Source: an optimization exercise on an open RTL-to-GDS flow (aim: small area). Production flows keep margins and buffers that such runs may drop.
RTL that was checked went through simulation tests only; none was proved equivalent to the original.
For run 2, only the layout was checked, not whether the RTL still works.
No activity file was given, so power comes from the tool's default toggle rates.

==> design/flow/design.v <==
module apb3_slave_regbank (
    input  logic        clk,
    input  logic        rst,
    input  logic [7:0]  paddr,
    input  logic        pwrite,
    input  logic        psel,
    input  logic        penable,
    input  logic [31:0] pwdata,
    output logic [31:0] prdata,
    output logic        pready,
    output logic        pslverr
);
    localparam int N = 48;
    logic        act_q;               
    logic        err_q, rd_q, wv_q;   
    logic [31:0] wd_q;
    logic [3:0]  p16_q, t16_q;        
    logic [1:0]  p3_q, t3_q;
    logic        pend_q;              
    logic        clr1_q;              
    logic [31:0] ring [N];
    logic        err_in, complete, commit, clr;
    logic [N-1:0] sel;
    logic [N/2-1:0] wsel;
    logic [3:0]  p16_in;
    logic [1:0]  p3_in, t3_inc, p3_inc;
    assign err_in   = (paddr[1:0] != 2'b00) || (paddr[7:6] == 2'b11);
    assign complete = act_q & psel & penable;
    assign commit   = ~rst & (pend_q | (complete & wv_q)) & p16_q[0];
    assign clr      = rst | clr1_q;
    function automatic logic [1:0] inc3(input logic [1:0] x);
        inc3 = (x == 2'd2) ? 2'd0 : x + 2'd1;
    endfunction
    always_comb begin
        logic [2:0] s3;
        p16_in = paddr[5:2] + t16_q + 4'd1;
        s3     = {1'b0, paddr[7:6]} + {1'b0, t3_q} + 3'd1;
        p3_in  = (s3 >= 3'd6) ? 2'(s3 - 3'd6) : (s3 >= 3'd3) ? 2'(s3 - 3'd3) : s3[1:0];
        t3_inc = inc3(t3_q);
        p3_inc = inc3(p3_q);
    end
    always_comb begin
        for (int p = 0; p < N; p++)
            sel[p] = (p16_q == 4'(p % 16)) && (p3_q == 2'(p % 3));
        for (int k = 0; k < N / 2; k++)
            wsel[k] = commit && sel[(2 * k + N - 1) % N];
    end
    always_ff @(posedge clk) begin
        act_q  <= ~rst & psel & ~penable;
        pend_q <= ~rst & complete & wv_q & ~p16_q[0];
        clr1_q <= rst;
        if (rst) begin
            t16_q <= '0;
            t3_q  <= '0;
        end else begin
            t16_q <= t16_q + 4'd1;
            t3_q  <= t3_inc;
        end
        if (!act_q) begin
            err_q <= err_in;
            rd_q  <= ~pwrite & ~err_in;
            wv_q  <= pwrite & ~err_in;
            wd_q  <= pwdata;
            p16_q <= p16_in;
            p3_q  <= p3_in;
        end else begin
            p16_q <= p16_q + 4'd1;
            p3_q  <= p3_inc;
        end
    end
    always_ff @(posedge clk) begin
        for (int k = 0; k < N / 2; k++) begin
            if (k % 2 == 0)
                ring[2 * k] <= ~(({32{wsel[k] | clr}} | ring[2 * k - 1 + (k == 0 ? N : 0)]) &
                                 ({32{~wsel[k]}} | ~wd_q));
            else
                ring[2 * k] <= ~(({32{~wsel[k] & ~clr}} & ring[2 * k - 1]) |
                                 ({32{wsel[k]}} & wd_q));
            ring[2 * k + 1] <= ring[2 * k];
        end
    end
    always_comb begin
        logic rden;
        rden   = act_q & rd_q;
        prdata = '0;
        for (int p = 0; p < N; p++)
            prdata = prdata | ({32{rden & sel[p]}} & (((p / 2) % 2 == 1) ? ~ring[p] : ring[p]));
    end
    assign pready  = act_q;
    assign pslverr = act_q & err_q;
endmodule
==> design/flow/run.sh <==
#!/bin/bash
# synth_recipe.tcl (not shown) runs the flow's synth.tcl, then flattens the netlist and writes it again
# the make line also repeats each setting of config.mk as NAME=value (left out here)
make -C /OpenROAD-flow-scripts/flow DESIGN_CONFIG=/design/flow/config.mk WORK_HOME=/design/flow/orfs CLKGATE_MAP_FILE= SYNTH_SCRIPT=/design/flow/synth_recipe.tcl finish
==> design/flow/config.mk <==
export PLATFORM = sky130hd
export DESIGN_NAME = apb3_slave_regbank
export DESIGN_NICKNAME = apb3_slave_regbank
export VERILOG_FILES = /design/flow/design.v
export SDC_FILE = /design/flow/constraint.sdc
export NUM_CORES = 4
export LEC_CHECK = 0
export CAP_MARGIN = 20
export CORE_MARGIN = 2
export CORE_UTILIZATION = 40
export SLEW_MARGIN = 20
==> design/flow/constraint.sdc <==
create_clock -name core_clock -period 5.0 [get_ports {clk}]
set_input_delay 1.0000 -clock core_clock [delete_from_list [all_inputs] [get_ports {clk}]]
set_output_delay 1.0000 -clock core_clock [all_outputs]
set_load 0.01 [all_outputs]
==> results of run 1 <==
[worst max-delay path by stage]
stage	slack (ns)	to	from	cells after the start
5_1_grt	-0.09	prdata[5]	p16_q[0]	9
6_report	-0.05	prdata[13]	p16_q[1]	10
2_1_floorplan	1.51	prdata[24]	act_q	8
3_5_place_dp	0.32	prdata[23]	p16_q[0]	9
3_3_place_gp	0.35	prdata[23]	p16_q[0]	9
4_1_cts	-0.003	prdata[7]	p16_q[1]	10
[state kept, by name (all words and copies together) (netlist names)]
name and flops:
ring 1536, wd_q 32, p16_q 4, t16_q 4, p3_q 2, t3_q 2, act_q 1, clr1_q 1
err_q 1, pend_q 1, rd_q 1, wv_q 1
[routing by layer]
metal	wire, µm	share of wire, %	up-vias
li1	-	-	20280
met3	39700	15	1139
met1	97100	37	23910
met5	33	0.013	-
met2	105000	40	4561
met4	20100	7.7	6
[report_power, final]
group | internal (µW) | total, µW | switching, µW
clock network | 6930 | 12300 | 5370
logic | 1000 | 4060 | 3060
registers | 12700 | 12900 | 222
[critical path, stage by stage (launching register included)]
cell and delay, ns:
dfxtp_2 0.36, inv_1 0.16, ha_4 0.34, and2b_4 0.33
buf_4 0.30, nand4_1 0.33, o32ai_1 0.30, a311oi_1 0.12
o211ai_1 0.11, a211o_1 0.28, clkdlybuf4s50_1 0.59
[cell usage after synthesis, types with 8 or more instances]
| master | n |
|---|---|
| mux2_2 | 45 |
| a2111oi_0 | 14 |
| clkbuf_1 | 302 |
| ha_1 | 12 |
| o21ai_0 | 196 |
| a311oi_1 | 11 |
| buf_1 | 30 |
| a211oi_1 | 25 |
| nand3_1 | 39 |
| nor2b_1 | 19 |
| o32ai_1 | 19 |
| o2111ai_1 | 8 |
| a31oi_1 | 35 |
| nor3_1 | 39 |
| o2bb2ai_1 | 11 |
| nand2_1 | 643 |
| a221o_1 | 16 |
| a21oi_1 | 524 |
| o221ai_1 | 41 |
| a22o_1 | 25 |
| nor2_1 | 168 |
| dfxtp_1 | 1551 |
| a211o_1 | 8 |
| nand2b_1 | 18 |
| a222oi_1 | 17 |
| o211ai_1 | 43 |
| or4_1 | 11 |
| o22a_1 | 20 |
| and3_1 | 392 |
| buf_2 | 195 |
| o31ai_1 | 397 |
| buf_4 | 15 |
| a2bb2oi_1 | 68 |
| and2_1 | 14 |
| a32oi_1 | 10 |
| nand4_1 | 10 |
| a221oi_1 | 55 |
| mux2i_1 | 68 |
| buf_6 | 9 |
| o22ai_1 | 145 |
| a22oi_1 | 88 |
| edfxtp_1 | 35 |
| or3_1 | 8 |
| o221a_2 | 10 |
| inv_1 | 35 |
[cell type report]
| cell class | instances | share of cell area [%] |
|---|---|---|
| multi-input combinational | 3360 | 32.3 |
| timing repair buffer | 382 | 5.69 |
| inverter | 37 | 0.280 |
| clock buffer | 245 | 7.55 |
| sequential | 1586 | 49.8 |
| antenna | 15 | 0.0582 |
| tap | 1794 | 3.48 |
| clock inverter | 47 | 0.798 |
[stage by stage]
| step | total power (µW) | hold WS, ns | TNS [ns] | util [%] |
|---|---|---|---|---|
| 2_1_floorplan | 14800 | 0.323 | 0 | - |
| 3_3_place_gp | 16800 | 0.327 | 0 | 42.8 |
| 3_5_place_dp | 16800 | 0.330 | 0 | 42.8 |
| 4_1_cts | 28900 | 0.335 | -0.00361 | 46.9 |
| 5_1_grt | 29700 | 0.341 | -0.381 | 47.0 |
| 6_report | 29300 | 0.332 | -0.184 | 47.1 |
[cell families (layout without fill, tap and decap cells)]
kind of cell,count (synthesis),in the layout,share of synthesized area (%)
and+or+nand+nor,1402,1402,12.2
other,0,15,0
muxes,114,114,2.20
AOI/OAI and AO/OA,1824,1824,22.2
adders and majority gates,14,14,0.345
DFF,1586,1586,58.3
xor gates and xnor gates,6,6,0.0954
buffers and inverters,589,711,4.68
[repair_timing]
action,4_1_cts,5_1_grt
setup endpoints to repair,32,26
pin swaps,1,5
gates resized for setup,22,18
setup buffers,21,10
==> impl_metrics.env, run 1 <==
export IMPL_status="complete, but fails checks"
export IMPL_hold_start="ring[10][26]"
export IMPL_grt_ovfl_total=0
export IMPL_final_hold_violation_count=0
export IMPL_via_count=49896
export IMPL_finalMaxSlewViolations=0
export IMPL_synth_flop_cell="dfxtp_1"
export IMPL_cp_required_ns=4.00
export IMPL_grt_max_degree=167
export IMPL_ios=79
export IMPL_yosys_area_top_type="dfxtp_1"
export IMPL_multi_input_area_um2=20800
export IMPL_reg2reg_to="ring[8][10]"
export IMPL_path_max_fanout=17
export IMPL_max_cap_viol_count=0
export IMPL_seqCellArea_um2=32100
export IMPL_use_met2_pct=50.2
export IMPL_fillers=12550
export IMPL_route_detailed_drc=0
export IMPL_dieHeight_um=375
export IMPL_grt_antenna_before_repair=17
export IMPL_cts_tree="yes"
export IMPL_hold_depth=0
export IMPL_grt_use_met3_pct=13.5
export IMPL_syn_area_per_cell_um2=9.95
export IMPL_cellLeakagePower_uw=0.0241
export IMPL_grt_use_met1_pct=45.8
export IMPL_cts_hold_buf=0
export IMPL_synth_nets=5594
export IMPL_fp_coreArea_um2=137000
export IMPL_num_nets_final=5587
export IMPL_clockBufferDepth=3
export IMPL_place_area_um2=58600
export IMPL_ys_seq_area_share_pct=58.3
export IMPL_die_area_um2=141000
export IMPL_startpoint_type="flop"
export IMPL_htreeDepth=4
export IMPL_final_cell_area_um2=64500
export IMPL_syn_area_um2=55100
export IMPL_slew_headroom_pct=21.0
export IMPL_rows=136
export IMPL_initial_utilization_pct=40.2
export IMPL_yosysUniqueCellTypes=81
export IMPL_reg2reg_slack_ns=1.32
export IMPL_clkLatencyLatePin_ns=0.85
export IMPL_worstPathArrival_ns=4.05
export IMPL_powerDensity_nw_per_um2=455
export IMPL_reg2reg_from="act_q"
export IMPL_drive_gt1_share_pct=12.9
export IMPL_areaGrowthSynthToFinish_pct=17.0
export IMPL_stdcell_count=7466
export IMPL_final_common_cell="dfxtp_1"
export IMPL_wl_per_cell_um=35.1
export IMPL_grt_pass1_vias=46522
export IMPL_yosys_register_bits=1586
export IMPL_cts_sinks=1586
export IMPL_wl_mm=262
export IMPL_violations="setup timing"
export IMPL_synth_edf_count=35
export IMPL_final_cell_mix="dfxtp_1, nand2_1, a21oi_1"
export IMPL_synth_top_area_share_pct=56.4
export IMPL_fin_crit_sh_pct=101
export IMPL_hold_path_class="reg -> reg"
export IMPL_finalSetupViolations=8
export IMPL_rsz0062_at_grt="true"
export IMPL_finalWorstSetupSlack_ns=-0.0518
export IMPL_numCtsBuffers=161
export IMPL_ir_drop_uv=459
export IMPL_hpwl_mm=155
export IMPL_port_buffers=78
export IMPL_die_w_um=375
export IMPL_synth_warnings=2
export IMPL_vias_per_cell=6.68
export IMPL_cts_root_buf="clkbuf_16"
export IMPL_post_place_ws_ns=0.319
export IMPL_worstHoldEndpoint="ring[11][26]"
export IMPL_ys_top_cells_by_area="dfxtp_1, o31ai_1, a21oi_1"
export IMPL_post_route_min_period_ns=5.05
export IMPL_synthCells=5535
export IMPL_grt_pass1_wl_mm=360
export IMPL_reg2reg_depth=8
export IMPL_clk_pin_slew_ns=0.06
export IMPL_endpoint_kind="output pin"
export IMPL_drt_iter0_markers=8622
export IMPL_dr_pass1_iters=8
export IMPL_crit_type="reg -> out"
export IMPL_worstMarginPinSlew_ns=1.18
export IMPL_clock_skew_ns=0.0433
export IMPL_place_gp_congestion=0.968
export IMPL_busiest_layer="met2"
export IMPL_max_freq_ghz=0.198
export IMPL_async_flop_share_pct=0
export IMPL_dpl_cell_count=7128
export IMPL_final_antenna_net_count=0
export IMPL_grt_usage_pct=35.8
==> run 2, diff against run 1 <==
--- a/design/flow/design.v
+++ b/design/flow/design.v
@@ -68,24 +68,82 @@
             p3_q  <= p3_inc;
         end
     end
+    logic [31:0] tap_d [N/2];
+    logic [N/2-1:0] ka, kb;
+    logic [31:0] nb_t, nb_i;
+    logic [31:0] nbk [N/2];
+    assign nb_t = ~wd_q;
+    assign nb_i = wd_q & {32{~clr}};
+    for (genvar k = 0; k < N / 2; k++) begin : g_tap
+        if (k % 2 == 0) begin : g_t
+            assign ka[k] = wsel[k] | clr;
+            assign kb[k] = ~wsel[k];
+            assign nbk[k] = nb_t;
+        end else begin : g_i
+            assign ka[k] = wsel[k] | clr;
+            assign kb[k] = ~(wsel[k] | clr);
+            assign nbk[k] = nb_i;
+        end
+        for (genvar b = 0; b < 32; b++) begin : g_b
+            rb_tap u (.ka(ka[k]), .s(ring[(2 * k + N - 1) % N][b]), .kb(kb[k]),
+                      .nb(nbk[k][b]), .y(tap_d[k][b]));
+        end
+    end
     always_ff @(posedge clk) begin
         for (int k = 0; k < N / 2; k++) begin
-            if (k % 2 == 0)
-                ring[2 * k] <= ~(({32{wsel[k] | clr}} | ring[2 * k - 1 + (k == 0 ? N : 0)]) &
-                                 ({32{~wsel[k]}} | ~wd_q));
-            else
-                ring[2 * k] <= ~(({32{~wsel[k] & ~clr}} & ring[2 * k - 1]) |
-                                 ({32{wsel[k]}} & wd_q));
+            ring[2 * k]     <= tap_d[k];
             ring[2 * k + 1] <= ring[2 * k];
         end
     end
-    always_comb begin
-        logic rden;
-        rden   = act_q & rd_q;
-        prdata = '0;
-        for (int p = 0; p < N; p++)
-            prdata = prdata | ({32{rden & sel[p]}} & (((p / 2) % 2 == 1) ? ~ring[p] : ring[p]));
+    logic        rden;
+    logic [N-1:0] rsel;
+    assign rden = act_q & rd_q;
+    assign rsel = sel & {N{rden}};
+    for (genvar b = 0; b < 32; b++) begin : g_rd
+        logic [7:0]  lo;
+        logic [11:0] hi;
+        for (genvar g = 0; g < 8; g++) begin : g_t
+            localparam int P0 = 4 * ((3 * g) / 2) + (3 * g) % 2;
+            localparam int P1 = 4 * ((3 * g + 1) / 2) + (3 * g + 1) % 2;
+            localparam int P2 = 4 * ((3 * g + 2) / 2) + (3 * g + 2) % 2;
+            rb_rdt u (.s0(rsel[P0]), .d0(ring[P0][b]), .s1(rsel[P1]), .d1(ring[P1][b]),
+                      .s2(rsel[P2]), .d2(ring[P2][b]), .y(lo[g]));
+        end
+        for (genvar j = 0; j < 12; j++) begin : g_i
+            rb_rdi u (.ns0(~rsel[4 * j + 2]), .d0(ring[4 * j + 2][b]),
+                      .ns1(~rsel[4 * j + 3]), .d1(ring[4 * j + 3][b]), .y(hi[j]));
+        end
+        logic [2:0] lo2, hi2;
+        for (genvar j = 0; j < 3; j++) begin : g_n
+            rb_nor4 u (.a(hi[4 * j]), .b(hi[4 * j + 1]), .c(hi[4 * j + 2]), .d(hi[4 * j + 3]),
+                       .y(lo2[j]));
+        end
+        rb_nand4 u_n0 (.a(lo[0]), .b(lo[1]), .c(lo[2]), .d(lo[3]), .y(hi2[0]));
+        rb_nand4 u_n1 (.a(lo[4]), .b(lo[5]), .c(lo[6]), .d(lo[7]), .y(hi2[1]));
+        rb_nand3 u_n2 (.a(lo2[0]), .b(lo2[1]), .c(lo2[2]), .y(hi2[2]));
+        rb_or3   u_o  (.a(hi2[0]), .b(hi2[1]), .c(hi2[2]), .y(prdata[b]));
     end
     assign pready  = act_q;
     assign pslverr = act_q & err_q;
 endmodule
+module rb_tap (input logic ka, s, kb, nb, output logic y);
+    assign y = ~((ka | s) & (kb | nb));
+endmodule
+module rb_rdt (input logic s0, d0, s1, d1, s2, d2, output logic y);
+    assign y = ~((s0 & d0) | (s1 & d1) | (s2 & d2));
+endmodule
+module rb_rdi (input logic ns0, d0, ns1, d1, output logic y);
+    assign y = ~((ns0 | d0) & (ns1 | d1));
+endmodule
+module rb_nor4 (input logic a, b, c, d, output logic y);
+    assign y = ~(a | b | c | d);
+endmodule
+module rb_nand4 (input logic a, b, c, d, output logic y);
+    assign y = ~(a & b & c & d);
+endmodule
+module rb_nand3 (input logic a, b, c, output logic y);
+    assign y = ~(a & b & c);
+endmodule
+module rb_or3 (input logic a, b, c, output logic y);
+    assign y = a | b | c;
+endmodule
--- a/design/flow/config.mk
+++ b/design/flow/config.mk
@@ -7,5 +7,8 @@
 export LEC_CHECK = 0
 export CAP_MARGIN = 20
 export CORE_MARGIN = 2
-export CORE_UTILIZATION = 40
+export CORE_UTILIZATION = 50
+export CTS_BUF_LIST = sky130_fd_sc_hd__clkbuf_4 sky130_fd_sc_hd__clkbuf_8
 export SLEW_MARGIN = 20
+export SYNTH_HIERARCHICAL = 1
+export SYNTH_MINIMUM_KEEP_SIZE = 0
==> run 2 against run 1 <==
Compared with the run above:
- still fails the layout checks on setup timing
- sequential power grew 8%
- critical path depth unchanged
- power shrank 8.1%
- clock skew up 0.0048 ns
- cell count decreased by 27%
- hold slack worse by 0.023 ns
- first-iteration DRC count decreased by 12%
- via count fell by 19%
- largest cell class unchanged
==> impl_metrics.env, run 2 <==
export IMPL_finalSetupTns_ns=-0.0527
export IMPL_status="complete, but fails checks"
export IMPL_wl_met3_mm=36.1
export IMPL_syn_area_per_cell_um2=12.9
export IMPL_yosysMostFrequentCell="dfxtp_1"
export IMPL_final_common_cell="dfxtp_1"
export IMPL_finalSetupViolations=1
export IMPL_die_area_um2=93100
export IMPL_syn_area_um2=45400
export IMPL_ys_seq_area_share_pct=70.8
export IMPL_largest_reg_flops=1536
export IMPL_initial_utilization_pct=50.4
export IMPL_cts_sinks=1586
export IMPL_synthCells=3514
export IMPL_clockBufferDepth=3
export IMPL_yosys_register_bits=1586
export IMPL_clock_skew_ns=0.0481
export IMPL_critPathCapture="prdata[21]"
export IMPL_dieHeight_um=305
export IMPL_startpoint="p16_q[1]"
export IMPL_hold_path_class="reg -> reg"
export IMPL_reg_top3="ring (1536), wd_q (32)"
export IMPL_finalMaxSlewViolations=0
export IMPL_grt_pass1_wl_mm=286
export IMPL_cellLeakagePower_uw=0.0215
export IMPL_reg2reg_slack_ns=1.70
export IMPL_path_max_fanout=20
export IMPL_powerDensity_nw_per_um2=472
export IMPL_synth_nets=3573
export IMPL_fin_crit_sh_pct=101
export IMPL_stdcell_count=5447
export IMPL_grt_antenna_before_repair=11
export IMPL_highest_layer="met5"
export IMPL_async_flop_share_pct=0
export IMPL_synth_edf_count=35
export IMPL_die_w_um=305
export IMPL_drive_gt1_share_pct=22.1
export IMPL_yosysUniqueCellTypes=41
export IMPL_violations="setup timing"
export IMPL_finalWorstSetupSlack_ns=-0.0527
export IMPL_wl_mm=207
export IMPL_worstPathArrival_ns=4.05
export IMPL_grt_ovfl_total=0
export IMPL_clkLatencyLatePin_ns=0.93
export IMPL_ir_drop_uv=274
export IMPL_via_count=40316
export IMPL_grt_usage_pct=42.9
export IMPL_place_gp_congestion=0.925
export IMPL_clk_pin_slew_ns=0.07
export IMPL_startpoint_type="flop"
export IMPL_reg2reg_to="ring[34][2]"
export IMPL_dr_pass1_iters=12
export IMPL_cp_required_ns=4.00
export IMPL_htreeDepth=4
export IMPL_reg2reg_depth=6
export IMPL_wl_met1_mm=78.4
export IMPL_slew_headroom_pct=25.2
export IMPL_ys_top_cells_by_area="dfxtp_1, o22ai_1, a222oi_1"
export IMPL_max_cap_viol_count=0
export IMPL_drt_iter0_markers=7581
export IMPL_rsz0062_at_grt="true"
export IMPL_max_freq_ghz=0.198
export IMPL_wl_met2_mm=81.7
export IMPL_top_register="ring"
export IMPL_cts_tree="yes"
export IMPL_rows=110
export IMPL_hpwl_mm=119
export IMPL_cts_root_buf="clkbuf_8"
export IMPL_numCtsBuffers=236
export IMPL_endpoint_kind="output pin"
export IMPL_ios=79
export IMPL_synth_warnings=12
export IMPL_synth_top_cells_by_count="dfxtp_1, o22ai_1, a222oi_1, nor4_2, nor2_1"
export IMPL_yosys_area_top_type="dfxtp_1"
export IMPL_route_detailed_drc=0
export IMPL_final_hold_violation_count=0
export IMPL_reg2reg_from="act_q"
export IMPL_areaGrowthSynthToFinish_pct=25.9
export IMPL_grt_max_degree=38
export IMPL_synth_top_area_share_pct=68.5
export IMPL_worstMarginPinSlew_ns=1.12
export IMPL_grt_pass1_vias=39884
export IMPL_vias_per_cell=7.40
export IMPL_post_route_min_period_ns=5.05
export IMPL_post_place_ws_ns=0.439
export IMPL_num_nets_final=4129
export IMPL_wl_per_cell_um=37.9
export IMPL_fp_coreArea_um2=90000
export IMPL_final_cell_mix="dfxtp_1, o22ai_1, clkbuf_8"
export IMPL_hold_depth=0
export IMPL_crit_type="reg -> out"
export IMPL_dpl_cell_count=4938
export IMPL_port_buffers=78
export IMPL_final_antenna_net_count=0
export IMPL_power_uw=26900
export IMPL_fillers=6944
export IMPL_synth_flop_cell="dfxtp_1"
==> run 2: cell count changes after synthesis, sizes merged, moves of 68 or more <==
cell     previous run  this run
a22oi              89         0
buf               249         4
nor4                6        97
nor2              172        68
a222oi             17       256
o31ai             397         0
and3              392         3
clkbuf            303        22
nand2             645        41
o22ai             145      1152
a21oi             524         4
o21ai             197        27
a2bb2oi            68         0
==> run 2: timing repair <==
action                                 4_1_cts  5_1_grt
setup buffers                               51       11
setup endpoints to repair                   32       28
hold buffers                                 0        0
endpoints found under the hold margin        0        0
pin swaps                                   76       59
resized for setup                          114       47
cloned                                       6        2
==> run 2: logic make-up (layout without fill, tap and decap cells) <==
logic type	Yosys count	count (layout)	share of synthesized area (%)
simple gates	380	386	5.86
xor+xnor	6	6	0.116
other cells	0	4	0
flops	1586	1586	70.8
buf+inv	69	816	0.582
fa+ha+maj	14	14	0.419
compound gates	1456	1456	22.2
mux	3	3	0.0717
==> run 2: metrics by stage <==
step	util, %	hold slack (ns)	area [µm²]
global route	63.4	0.328	57100
finish	63.4	0.309	57100
detailed placement	55.9	0.335	50300
CTS	63.0	0.311	56700
floorplan	-	0.330	45400
global placement	55.9	0.333	50300
==> run 2: critical path, stage by stage, from the launching register on <==
cell             delay [ns]
dfxtp_4                0.37
inv_1                  0.08
ha_2                   0.22
buf_12                 0.18
nand2_4                0.13
nor2_4                 0.12
buf_12                 0.20
a222oi_1               0.49
nand4_1                0.39
or3_4                  0.45
clkdlybuf4s50_1        0.50
==> run 2: cell type report <==
type	count	area, µm²	area share (%)
sequential	1586	32100	56.3
multi-input combinational	1865	14400	25.2
clock buffer	383	4790	8.39
timing repair buffer	338	3550	6.22
tap	1176	1470	2.58
clock inverter	52	589	1.03
inverter	43	161	0.283
antenna	4	10.0	0.0175
==> run 2: layer usage <==
layer	up-vias	global-route usage (%)
met5	-	0.672
met4	20	19.5
met3	792	19.8
met2	3941	58.3
met1	19705	57.7
li1	15858	-
==> run 2: how the worst min path moves through the flow <==
stage                         to    startpoint  slack, ns
finish              ring[21][10]  ring[20][10]       0.31
global route        ring[35][18]  ring[34][18]       0.33
CTS                 ring[21][10]  ring[20][10]       0.31
detailed placement   ring[3][30]   ring[2][30]       0.33
global placement     ring[9][12]   ring[8][12]       0.33
floorplan            ring[13][0]   ring[12][0]       0.33
==> run 2: Yosys stat by module, one instance, submodules excluded <==
module	copies in the design	cell area (µm²)	cells	flip-flops and latches
rb_rdt	256	10.0	1	0
rb_nor4	96	12.5	1	0
rb_nand3	32	5.00	1	0
rb_or3	32	6.26	1	0
rb_tap	768	6.26	1	0
apb3_slave_regbank	1	33600	1882	1586
rb_nand4	64	6.26	1	0
rb_rdi	384	6.26	1	0
==> run 2: where the power goes <==
part	switching (µW)	total, µW	leakage, µW	internal, µW
logic	888	1310	0.00546	421
registers	462	13900	0.0132	13500
clock network	5080	11700	0.00287	6620

## afterwards: timing with drivers on the ports
The results above use ideal ports. As a check the final layouts listed here were re-extracted and re-timed, cells and wires unchanged.
Step 1 (the two cells are an assumption about what drives the block):
set clk [get_ports {clk}]
set_driving_cell -lib_cell sky130_fd_sc_hd__clkbuf_16 $clk
set_driving_cell -lib_cell sky130_fd_sc_hd__buf_2 [delete_from_list [all_inputs] $clk]
Step 2 moves the port delays by t, midway between the first and last clock arrival at a register: inputs arrive t later, outputs are due t later. That takes back most of the time a late clock gives input paths.
Slacks: ideal ports / drivers / drivers and shift; pairs: ideal ports / drivers.
run	shift t [ns]	setup slack, ns	cell pins on the clock port's net
run 1	0.900	-0.052 / -0.128 / 0.519	1
run 2	0.974	-0.053 / -0.125 / 0.703	1
